What follows belongs to an exercise in optimizing a design on an open flow for small area and a short achievable clock period; a production flow would make more cautious choices. At most, simulation tests tie the RTL to the original design; equivalence was not proved. No activity file was given, so power comes from the tool's default toggle rates.

== main ==
Design cic_decim_mc, start of the top module:
module cic_decim_mc #(
    parameter int CHANNELS     = 2,
    parameter int DIN_W        = 12,
    parameter int DOUT_W       = 16,
    parameter int STAGES       = 4,
    parameter int RATE_W       = 13,
    parameter int MAX_RATE     = 4096,
    parameter int DEFAULT_RATE = 4
) (
    input  logic                       dspclk,
    input  logic                       reset,
    input  logic                       sclr,
    input  logic                       rate_we,
    input  logic [RATE_W-1:0]          rate,
    input  logic                       nd,
    input  logic [CHANNELS*DIN_W-1:0]  din,
    output logic                       rfd,
    output logic                       rdy,
    output logic [CHANNELS*DOUT_W-1:0] dout
);
Size: about 3700 cells after synthesis, ~76 I/O pins, ~52000 sq um of cells after synthesis.
Settings: LEC_CHECK=0, CAP_MARGIN=20, CORE_MARGIN=2, CORE_UTILIZATION=65, CTS_BUF_LIST=sky130_fd_sc_hd__clkbuf_16, CTS_CLUSTER_DIAMETER=150, CTS_CLUSTER_SIZE=25, SLEW_MARGIN=20; clock period 11.0 ns.
standard.sh (not shown) runs the stock make flow with config.mk's settings and CLKGATE_MAP_FILE= SYNTH_SCRIPT=/design/flow/synth_recipe.tcl, a recipe that flattens the netlist after the stock synthesis.
==> flow/flow/run.sh <==
#!/bin/bash
set -euo pipefail
bash standard.sh SETUP_SLACK_MARGIN=6.25 "BUFFER_PORTS_ARGS=-buffer_cell sky130_fd_sc_hd__buf_1" finish > flow_make.log 2>&1
main completed; timing, DRC and antenna clean
Input-level comparison between the feature branch and main:
Settings: swapping 65 for 55 in CORE_UTILIZATION.
==> flow/flow/run.sh <==
#!/bin/bash
set -euo pipefail
bash standard.sh SETUP_SLACK_MARGIN=6.1 "BUFFER_PORTS_ARGS=-buffer_cell sky130_fd_sc_hd__buf_1" finish > flow_make.log 2>&1
[summary]
The feature branch finished every stage and its layout cleared the timing, design-rule and antenna checks. The length in cells of the worst reg-to-reg path reported for the feature branch is greater than that of main by 1. The feature branch against main: part of the cycle the worst path needs held steady; utilization shrank by 11 points. The feature branch against main: switching portion of total power held steady; combinational group share of total power down 0.8 points.
Function was not checked in any run of this note: the RTL went through the layout flow alone.


== run 1 ==
The RTL this note starts from:
==> flow/design.v <==
module cic_rca #(
    parameter int W = 8
) (
    input  logic [W-1:0] a,
    input  logic [W-1:0] b,
    input  logic         ci,
    output logic [W-1:0] s,
    output logic         co
);
    logic [W:0] c;
    assign c[0] = ci;
    for (genvar i = 0; i < W; i++) begin : g_bit
        assign s[i]   = a[i] ^ b[i] ^ c[i];
        assign c[i+1] = (a[i] & b[i]) | (a[i] & c[i]) | (b[i] & c[i]);
    end
    assign co = c[W];
endmodule
module cic_int #(
    parameter int SW    = 8,
    parameter int NSEG  = 8,
    parameter int ACC_W = 60
) (
    input  logic                    dspclk,
    input  logic [11:0]             x,
    input  logic [NSEG+2:0]         e,
    input  logic [NSEG-1:0]         dump,
    output logic [NSEG-1:0][SW-1:0] w
);
    logic [3:0]      xd1;
    logic [NSEG-1:2] sdr;
    logic [NSEG-1:0] sd;
    always_ff @(posedge dspclk) begin
        xd1 <= x[11:8];
        sdr <= sd[NSEG-2:1];
    end
    assign sd = {sdr, xd1[3], x[11]};
    logic [NSEG-1:0][3:0] ico;
    for (genvar k = 0; k < NSEG; k++) begin : g_seg
        localparam int LO = SW * k;
        localparam int WK = (ACC_W - LO < SW) ? ACC_W - LO : SW;
        logic [WK-1:0] xs;
        logic [3:0]    ici;
        if (k == 0)      assign xs = x[WK-1:0];
        else if (k == 1) assign xs = {{(WK-4){xd1[3]}}, xd1};
        else             assign xs = {WK{sd[k]}};
        if (k == 0) begin : g_c0
            assign ici = 4'b0000;
        end else begin : g_cn
            logic [3:0] icr;
            always_ff @(posedge dspclk) icr <= ico[k-1];
            assign ici = icr;
        end
        for (genvar i = 0; i < 4; i++) begin : g_int
            logic [WK-1:0] acc, hold, add, sum;
            if (i == 0) begin : g_first
                assign add = xs;
            end else begin : g_next
                assign add = e[i+k] ? g_int[i-1].acc : '0;
            end
            if (i == 3) begin : g_dump
                assign hold = dump[k] ? '0 : acc;
            end else begin : g_keep
                assign hold = acc;
            end
            cic_rca #(.W(WK)) u_add (
                .a(hold), .b(add), .ci(ici[i]), .s(sum), .co(ico[k][i])
            );
            always_ff @(posedge dspclk) acc <= sum;
        end
        if (WK == SW) begin : g_full
            assign w[k] = g_int[3].acc;
        end else begin : g_part
            assign w[k] = {{(SW-WK){1'b0}}, g_int[3].acc};
        end
    end
endmodule
module cic_comb #(
    parameter int SW    = 8,
    parameter int NSEG  = 8,
    parameter int ACC_W = 60
) (
    input  logic                    dspclk,
    input  logic [NSEG-1:0][SW-1:0] w0,
    input  logic [NSEG-1:0][SW-1:0] w1,
    input  logic [NSEG-1:0]         ce0,
    input  logic [NSEG-1:0]         ce1,
    output logic [NSEG-1:0][SW-1:0] vseg
);
    logic [NSEG-1:0][3:0] cco;     
    logic [NSEG-1:0]      wco;     
    for (genvar k = 0; k < NSEG; k++) begin : g_seg
        localparam int LO = SW * k;
        localparam int WK = (ACC_W - LO < SW) ? ACC_W - LO : SW;
        logic [3:0] cci;
        logic       wci;
        if (k == 0) begin : g_c0
            assign cci = 4'b1100;       
            assign wci = 1'b0;
        end else begin : g_cn
            logic [3:0] ccr;
            logic       wcr;
            always_ff @(posedge dspclk) begin
                ccr <= cco[k-1];
                wcr <= wco[k-1];
            end
            assign cci = ccr;
            assign wci = wcr;
        end
        logic [WK-1:0] t1, t2, pw, t1_b, t2_b, pw_b;
        logic [WK-1:0] w, w2, m;
        logic [WK-1:0] v, t1n, t2n;
        assign w  = ce1[k] ? w1[k][WK-1:0] : w0[k][WK-1:0];
        assign w2 = {w[WK-2:0], wci};
        assign wco[k] = w[WK-1];
        cic_rca #(.W(WK)) u_m  (.a(w),  .b(w2), .ci(cci[1]), .s(m),   .co(cco[k][1]));
        cic_rca #(.W(WK)) u_v  (.a(w),  .b(t1), .ci(cci[0]), .s(v),   .co(cco[k][0]));
        cic_rca #(.W(WK)) u_t1 (.a(t2), .b(~m), .ci(cci[2]), .s(t1n), .co(cco[k][2]));
        cic_rca #(.W(WK)) u_t2 (.a(m),  .b(pw), .ci(cci[3]), .s(t2n), .co(cco[k][3]));
        always_ff @(posedge dspclk) begin
            if (ce0[k] | ce1[k]) begin
                t1   <= t1_b;
                t2   <= t2_b;
                pw   <= pw_b;
                t1_b <= t1n;
                t2_b <= t2n;
                pw_b <= ~w;
            end
        end
        if (WK == SW) begin : g_full
            assign vseg[k] = v;
        end else begin : g_part
            assign vseg[k] = {{(SW-WK){1'b0}}, v};
        end
    end
endmodule
module cic_out #(
    parameter int SW   = 8,
    parameter int NSEG = 8
) (
    input  logic                    dspclk,
    input  logic [NSEG-1:0][SW-1:0] vseg,
    input  logic [NSEG-1:0]         sh,      
    input  logic                    ld,      
    input  logic                    jodd,    
    input  logic                    jzero,   
    output logic [15:0]             dout
);
    logic [SW-1:0] win_in;
    always_comb begin
        win_in = '0;
        for (int k = 0; k < NSEG; k++)
            win_in = win_in | (vseg[k] & {SW{sh[k]}});
    end
    logic [3*SW-1:0] sr;
    logic [16:0]     win;
    always_ff @(posedge dspclk) begin
        if (|sh) sr <= {win_in, sr[3*SW-1:SW]};
    end
    assign win = jodd ? sr[19:3] : sr[23:7];
    always_ff @(posedge dspclk) begin
        if (ld) dout <= win[16:1] + {15'd0, win[0] & ~jzero};
    end
endmodule
module cic_decim_mc #(
    parameter int CHANNELS     = 2,
    parameter int DIN_W        = 12,
    parameter int DOUT_W       = 16,
    parameter int STAGES       = 4,
    parameter int RATE_W       = 13,
    parameter int MAX_RATE     = 4096,
    parameter int DEFAULT_RATE = 4
) (
    input  logic                       dspclk,
    input  logic                       reset,
    input  logic                       sclr,
    input  logic                       rate_we,
    input  logic [RATE_W-1:0]          rate,
    input  logic                       nd,
    input  logic [CHANNELS*DIN_W-1:0]  din,
    output logic                       rfd,
    output logic                       rdy,
    output logic [CHANNELS*DOUT_W-1:0] dout
);
    localparam int SW   = 8;
    localparam int NSEG = 8;
    logic rst_q, sclr_q, rwe_q, clr_q;
    always_ff @(posedge dspclk) begin
        rst_q  <= reset;
        sclr_q <= sclr;
        rwe_q  <= rate_we;
    end
    assign clr_q = rst_q | sclr_q | rwe_q;
    assign rfd   = ~(reset | sclr | rate_we | clr_q);
    logic                      a_q;
    logic [CHANNELS*DIN_W-1:0] din_q;
    logic [DIN_W-1:0]          din1_q;
    always_ff @(posedge dspclk) begin
        a_q    <= nd & rfd;
        din_q  <= nd ? din : '0;
        din1_q <= din_q[2*DIN_W-1:DIN_W];
    end
    logic [RATE_W-1:0] rate_src, rate_cl;
    logic [11:0]       rm1, rm1_q;
    logic [3:0]        j, j_q;
    logic [NSEG-1:0]   mask, k2sel;
    always_comb begin
        rate_src = reset ? RATE_W'(DEFAULT_RATE) : rate;
        rate_cl  = (rate_src < RATE_W'(2))        ? RATE_W'(2) :
                   (rate_src > RATE_W'(MAX_RATE)) ? RATE_W'(MAX_RATE) : rate_src;
        rm1 = 12'(rate_cl - RATE_W'(1));
        j   = '0;
        for (int b = 1; b < 12; b++)
            if (rm1[b]) j = 4'(b);
    end
    always_ff @(posedge dspclk) begin
        if (reset || rate_we) begin
            rm1_q <= rm1;
            j_q   <= j;
        end
    end
    always_comb begin
        mask  = '0;
        k2sel = '0;
        for (int k = 0; k < NSEG; k++) begin
            if (k <= ((32'(j_q) * 4 + 15) / SW)) mask[k] = 1'b1;
            if (k == ((32'(j_q) * 4 + 15) / SW)) k2sel[k] = 1'b1;
        end
    end
    logic [11:0] ph;
    logic [2:0]  warm;
    logic        last, blk, keep;
    assign last = (ph == rm1_q);
    assign blk  = a_q & last;
    assign keep = blk & warm[2];
    always_ff @(posedge dspclk) begin
        if (clr_q) begin
            ph   <= '0;
            warm <= '0;
        end else begin
            if (a_q) ph <= last ? '0 : ph + 12'd1;
            if (blk && !warm[2]) warm <= warm + 3'd1;
        end
    end
    logic [NSEG+3:0] e;
    logic [NSEG+3:1] e_r;
    logic [NSEG+4:1] bp;
    logic [NSEG+5:1] kp;
    assign e = {e_r, a_q};
    always_ff @(posedge dspclk) begin
        e_r <= e[NSEG+2:0];
        bp  <= {bp[NSEG+3:1], blk};
        kp  <= {kp[NSEG+4:1] & {(NSEG+4){~clr_q}}, keep};
        rdy <= (|(kp[NSEG+5:6] & k2sel)) & rfd;
    end
    logic [NSEG-1:0][SW-1:0] w0, w1, vseg;
    logic [NSEG-1:0]         ce0, ce1;
    assign ce0 = bp[NSEG+3:4];
    assign ce1 = bp[NSEG+4:5];
    cic_int #(.SW(SW), .NSEG(NSEG), .ACC_W(60)) u_int0 (
        .dspclk (dspclk),
        .x      (din_q[DIN_W-1:0]),
        .e      (e[NSEG+2:0]),
        .dump   (ce0),
        .w      (w0)
    );
    cic_int #(.SW(SW), .NSEG(NSEG), .ACC_W(60)) u_int1 (
        .dspclk (dspclk),
        .x      (din1_q),
        .e      (e[NSEG+3:1]),
        .dump   (ce1),
        .w      (w1)
    );
    cic_comb #(.SW(SW), .NSEG(NSEG), .ACC_W(60)) u_comb (
        .dspclk (dspclk),
        .w0     (w0),
        .w1     (w1),
        .ce0    (ce0),
        .ce1    (ce1),
        .vseg   (vseg)
    );
    cic_out #(.SW(SW), .NSEG(NSEG)) u_out0 (
        .dspclk (dspclk),
        .vseg   (vseg),
        .sh     (ce0 & mask),
        .ld     (|(bp[NSEG+4:5] & k2sel)),
        .jodd   (j_q[0]),
        .jzero  ((j_q == 4'd0)),
        .dout   (dout[DOUT_W-1:0])
    );
    cic_out #(.SW(SW), .NSEG(NSEG)) u_out1 (
        .dspclk (dspclk),
        .vseg   (vseg),
        .sh     (ce1 & mask),
        .ld     (1'b1),
        .jodd   (j_q[0]),
        .jzero  ((j_q == 4'd0)),
        .dout   (dout[2*DOUT_W-1:DOUT_W])
    );
endmodule
clock: 11.0 ns
lec_check: 0
abc_area: 1
cap_margin: 20
core_margin: 2
core_utilization: 55
cts_buf_list: sky130_fd_sc_hd__clkbuf_16
cts_cluster_diameter: 150
cts_cluster_size: 22
slew_margin: 20
==> flow/flow/run.sh <==
#!/bin/bash
set -euo pipefail
NETLIST="$PWD/orfs/results/sky130hd/cic_decim_mc/base/1_2_yosys.v"
bash standard.sh "$NETLIST" > flow_synth.log 2>&1
cp "$NETLIST" "$PWD/orfs/results/sky130hd/cic_decim_mc/base/1_2_yosys_standard.v"
python3 flow/polarity.py "$NETLIST" > flow_polarity.log 2>&1
bash standard.sh SETUP_SLACK_MARGIN=6.1 "BUFFER_PORTS_ARGS=-buffer_cell sky130_fd_sc_hd__buf_1" finish > flow_make.log 2>&1
==> flow/flow/polarity.py <==
#!/usr/bin/env python3
"""Remove inverters around full-adder cells in a flat Yosys netlist.

A full adder is self-dual: FA(~a, ~b, ~c) gives ~sum and ~carry. Synthesis
often leaves a full adder with inverted inputs and inverted outputs. This
script flips such adders (inputs and outputs complemented) whenever that
leaves fewer inverter cells, and repeats until no flip helps. Only
combinational cells change: every flip-flop, port and the logic function of
the netlist stay the same.

usage: polarity.py NETLIST.v  (rewrites the file in place)
"""
import re
import sys

INV = "sky130_fd_sc_hd__inv_1"
FA_RE = re.compile(r"sky130_fd_sc_hd__fa_\d+$")
INV_RE = re.compile(r"sky130_fd_sc_hd__(inv|clkinv)_\d+$")
OUT_PINS = {"X", "Y", "Q", "Q_N", "SUM", "COUT", "HI", "LO"}


def main(path):
    text = open(path).read()
    m = re.search(r"^\s*sky130_fd_sc_hd__\w+\s+\S+\s*\(", text, re.M)
    end = text.rindex("endmodule")
    head, body = text[: m.start()], text[m.start():end]

    # Ports and their nets (a port net keeps its name and value).
    ports = set()
    for d, rng, names in re.findall(r"^\s*(input|output)\s*(\[[^\]]*\])?\s*([^;]*);", head, re.M):
        for n in names.split(","):
            n = n.strip()
            if rng:
                hi, lo = [int(x) for x in rng[1:-1].split(":")]
                for i in range(min(hi, lo), max(hi, lo) + 1):
                    ports.add(f"{n}[{i}]")
            ports.add(n)

    cells = {}  # name -> [type, {pin: net}, order]
    order = []
    for typ, name, pins in re.findall(r"(sky130_fd_sc_hd__\w+)\s+(\S+)\s*\((.*?)\);", body, re.S):
        conns = {}
        for p, n in re.findall(r"\.(\w+)\(\s*(.*?)\s*\)\s*(?:,|$)", pins, re.S):
            conns[p] = n.strip()
        cells[name] = [typ, conns]
        order.append(name)

    driver = {}
    loads = {}

    def add_pin(c, p, n):
        if p in OUT_PINS:
            driver[n] = (c, p)
        else:
            loads.setdefault(n, set()).add((c, p))

    def del_pin(c, p, n):
        if p in OUT_PINS:
            if driver.get(n) == (c, p):
                del driver[n]
        else:
            loads.get(n, set()).discard((c, p))

    for c in order:
        for p, n in cells[c][1].items():
            add_pin(c, p, n)

    counter = [0]

    def new_net():
        counter[0] += 1
        return f"_pol{counter[0]}_"

    def is_inv(c):
        return c in cells and INV_RE.match(cells[c][0])

    def inv_driving(n):
        """The inverter cell driving net n, if any."""
        d = driver.get(n)
        if d and is_inv(d[0]):
            return d[0]
        return None

    def inv_of(n):
        """An inverter whose input is n and whose output is not a port."""
        for c, p in loads.get(n, ()):
            if is_inv(c) and cells[c][1]["Y"] not in ports:
                return c
        return None

    def connect(c, p, n):
        old = cells[c][1][p]
        del_pin(c, p, old)
        cells[c][1][p] = n
        add_pin(c, p, n)

    def add_inv(a, y):
        counter[0] += 1
        name = f"_polinv{counter[0]}_"
        cells[name] = [INV, {"A": a, "Y": y}]
        order.append(name)
        add_pin(name, "A", a)
        add_pin(name, "Y", y)
        return name

    def remove_cell(c):
        for p, n in cells[c][1].items():
            del_pin(c, p, n)
        del cells[c]

    def gain(fa):
        conns = cells[fa][1]
        g = 0
        seen_inv = {}
        for p in ("A", "B", "CIN"):
            n = conns[p]
            i = inv_driving(n)
            if i is not None:
                # The inverter goes if this adder is its only load (count pins).
                seen_inv[i] = seen_inv.get(i, 0) + 1
            elif inv_of(n) is None:
                g -= 1
        for i, k in seen_inv.items():
            out = cells[i][1]["Y"]
            if out not in ports and len(loads.get(out, ())) == k:
                g += 1
        for p in ("SUM", "COUT"):
            o = conns[p]
            ls = loads.get(o, set())
            keep = o in ports
            for c, q in ls:
                if is_inv(c) and cells[c][1]["Y"] not in ports:
                    g += 1
                else:
                    keep = True
            if keep:
                g -= 1
        return g

    def flip(fa):
        conns = cells[fa][1]
        for p in ("A", "B", "CIN"):
            n = conns[p]
            i = inv_driving(n)
            if i is not None:
                connect(fa, p, cells[i][1]["A"])
                if not loads.get(n) and n not in ports:
                    remove_cell(i)
            else:
                j = inv_of(n)
                if j is None:
                    y = new_net()
                    add_inv(n, y)
                    connect(fa, p, y)
                else:
                    connect(fa, p, cells[j][1]["Y"])
        for p in ("SUM", "COUT"):
            o = conns[p]
            o2 = new_net()
            connect(fa, p, o2)
            for c, q in list(loads.get(o, set())):
                if is_inv(c) and cells[c][1]["Y"] not in ports:
                    y = cells[c][1]["Y"]
                    for c2, q2 in list(loads.get(y, set())):
                        connect(c2, q2, o2)
                    remove_cell(c)
            if loads.get(o) or o in ports:
                add_inv(o2, o)

    def count_inv():
        return sum(1 for c in cells if is_inv(c))

    before = count_inv()
    changed = True
    rounds = 0
    while changed and rounds < 20:
        changed = False
        rounds += 1
        for fa in [c for c in order if c in cells and FA_RE.match(cells[c][0])]:
            if fa in cells and gain(fa) > 0:
                flip(fa)
                changed = True
    after = count_inv()

    # Every net must have exactly one driver or be a port input.
    used = set()
    for c in cells:
        used.update(cells[c][1].values())
    for n in used:
        if n not in driver and n not in ports and n not in ("1'b0", "1'b1"):
            raise SystemExit(f"polarity.py: net {n} has no driver")

    declared = set()
    for rng, n in re.findall(r"^\s*wire\s+(\[[^\]]*\])?\s*(\S+?)\s*;", head, re.M):
        declared.add(n)
        if rng:
            hi, lo = [int(x) for x in rng[1:-1].split(":")]
            for i in range(min(hi, lo), max(hi, lo) + 1):
                declared.add(f"{n}[{i}]")
    extra = sorted(n for n in used if n not in declared and n not in ports and not n.startswith("1'"))
    out = [head]
    # Wire declarations go just before the cells.
    for n in extra:
        out.append(f"  wire {n}{' ' if n.startswith(chr(92)) else ''};\n")
    for c in order:
        if c not in cells:
            continue
        typ, conns = cells[c]
        pins = ",\n".join(f"    .{p}({n}{' ' if n.startswith(chr(92)) else ''})" for p, n in conns.items())
        out.append(f"  {typ} {c} (\n{pins}\n  );\n")
    out.append(text[end:])
    open(path, "w").write("".join(out))
    print(f"polarity.py: inverters {before} -> {after} in {rounds} rounds")


if __name__ == "__main__":
    main(sys.argv[1])
Run 1 | stages: all done | timing, DRC, antenna: all pass
Modified inputs, run 2 compared to run 1
# run 1
export LEC_CHECK = 0
export ABC_AREA = 1
export CAP_MARGIN = 20
export CORE_MARGIN = 2
export CORE_UTILIZATION = 55
export CTS_BUF_LIST = sky130_fd_sc_hd__clkbuf_16
export CTS_CLUSTER_DIAMETER = 150
export CTS_CLUSTER_SIZE = 22
export SLEW_MARGIN = 20
create_clock -name core_clock -period 11.0 [get_ports {dspclk}]
# run 2
export LEC_CHECK = 0
export CAP_MARGIN = 20
export CORE_MARGIN = 2
export CORE_UTILIZATION = 55
export CTS_BUF_LIST = sky130_fd_sc_hd__clkbuf_16
export CTS_CLUSTER_DIAMETER = 150
export CTS_CLUSTER_SIZE = 22
export SLEW_MARGIN = 20
create_clock -name core_clock -period 11.0 [get_ports {dspclk}]
--- outcome ---
Measured against each other, run 2 and run 1 differ in final clock period utilization by the worst path, the lower figure coming from run 1.
The higher met1 capacity usage during global routing came out of run 1.
Between run 2 and run 1, the difference in global-route wire length before repair is negligible.
When the final numbers for run 2 and run 1 were put side by side, the total of fill cells in the finished design turned out to be smaller in run 2.
Run 2 and run 1 ended up with nearly the same internal power.
Compared with run 1, run 2 shows summed instance area of the synthesized netlist that has gone down slightly.
Against run 1, worst setup slack in run 2 came out worse.
On register-to-register slack, the higher figure sits with run 2, not run 1.
### run 2 -> run 3
-- flow/flow/polarity.py --
<<< run 2, line 17
>>> run 3, line 17
LIB = "/OpenROAD-flow-scripts/flow/platforms/sky130hd/lib/sky130_fd_sc_hd__tt_025C_1v80.lib"
<<< run 2, line 173
>>> run 3, line 174
    # A gate whose output only feeds an inverter becomes its complementary
    # gate (same inputs), driving the inverter's output net.
    COMPLEMENT = {
        "nand2": "and2", "and2": "nand2", "nor2": "or2", "or2": "nor2",
        "nand3": "and3", "and3": "nand3", "nor3": "or3", "or3": "nor3",
        "nand4": "and4", "and4": "nand4", "nor4": "or4", "or4": "nor4",
        "nand2b": "and2b", "and2b": "nand2b", "nor2b": "or2b", "or2b": "nor2b",
        "xor2": "xnor2", "xnor2": "xor2",
        "a21oi": "a21o", "a21o": "a21oi", "o21ai": "o21a", "o21a": "o21ai",
        "a22oi": "a22o", "a22o": "a22oi", "o22ai": "o22a", "o22a": "o22ai",
        "a211oi": "a211o", "a211o": "a211oi", "o211ai": "o211a", "o211a": "o211ai",
        "a31oi": "a31o", "a31o": "a31oi", "o31ai": "o31a", "o31a": "o31ai",
        "a32oi": "a32o", "a32o": "a32oi", "mux2i": "mux2", "mux2": "mux2i",
    }
    NONINV = {"and2", "or2", "and3", "or3", "and4", "or4", "and2b", "or2b", "xnor2",
              "a21o", "o21a", "a22o", "o22a", "a211o", "o211a", "a31o", "o31a", "a32o", "mux2"}
    lib = open(LIB).read() if LIB else ""

    def merge_gates():
        merged = 0
        for c in list(order):
            if c not in cells or not is_inv(c):
                continue
            a = cells[c][1]["A"]
            d = driver.get(a)
            if not d or a in ports or len(loads.get(a, ())) != 1:
                continue
            g = d[0]
            mm = re.match(r"sky130_fd_sc_hd__(\w+?)_(\d+)$", cells[g][0])
            if not mm or mm.group(1) not in COMPLEMENT:
                continue
            comp = COMPLEMENT[mm.group(1)]
            newtyp = f"sky130_fd_sc_hd__{comp}_1"
            if f'cell ("{newtyp}")' not in lib:
                continue
            outpin = "X" if comp in NONINV else "Y"
            y = cells[c][1]["Y"]
            remove_cell(c)
            conns = {p: n for p, n in cells[g][1].items() if p not in OUT_PINS}
            remove_cell(g)
            conns[outpin] = y
            cells[g] = [newtyp, conns]
            for p, n in conns.items():
                add_pin(g, p, n)
            merged += 1
        return merged

<<< run 2, line 183
>>> run 3, line 231
    merged = merge_gates()
<<< run 2, line 213
    print(f"polarity.py: inverters {before} -> {after} in {rounds} rounds")
>>> run 3, line 262
    print(f"polarity.py: inverters {before} -> {after} in {rounds} rounds, {merged} gates merged with their inverter")
## What came out
Going from run 2 to run 3, number of buffers other than clock buffers in the final layout +6; worst path setup slack after routing moved up. Run 3 and run 2 ended up with roughly the same clock group total power. Routed wire length: run 2 vs run 3, no meaningful difference. ~same final area in run 3 and run 2. Die area delta (run 3 -> run 2): insignificant.

-- what the ideal ports hide --
Ports are ideal in the flow. The routed layouts listed here were re-timed in OpenROAD.
Step 1: set_driving_cell puts a clkbuf_16 on dspclk and a buf_2 on each other input, an assumption about the parent block.
Step 2 times the ports against the registers' clock, not the clock port: input delays grow and output delays shrink by t, the midpoint of the rising clock arrivals with the driver on.
a / b / c = ideal ports / drivers / drivers and shift; a / b = the first two.
run | t (ns) | setup WS [ns] | worst setup path after step 2
main | 0.710 | 6.064 / 6.027 / 6.027 | input to output
the feature branch | 0.746 | 6.057 / 5.989 / 5.989 | input to output
run 1 | 0.706 | 5.979 / 5.931 / 5.931 | input to output
run 2 | 0.716 | 5.912 / 5.822 / 5.435 | input to register
run 3 | 0.726 | 5.980 / 5.922 / 5.468 | input to register
After both steps setup and hold are still met in every run listed. The setup slack of run 3, which loses most, moves by -0.058 ns with the drivers and by -0.512 ns with both steps.
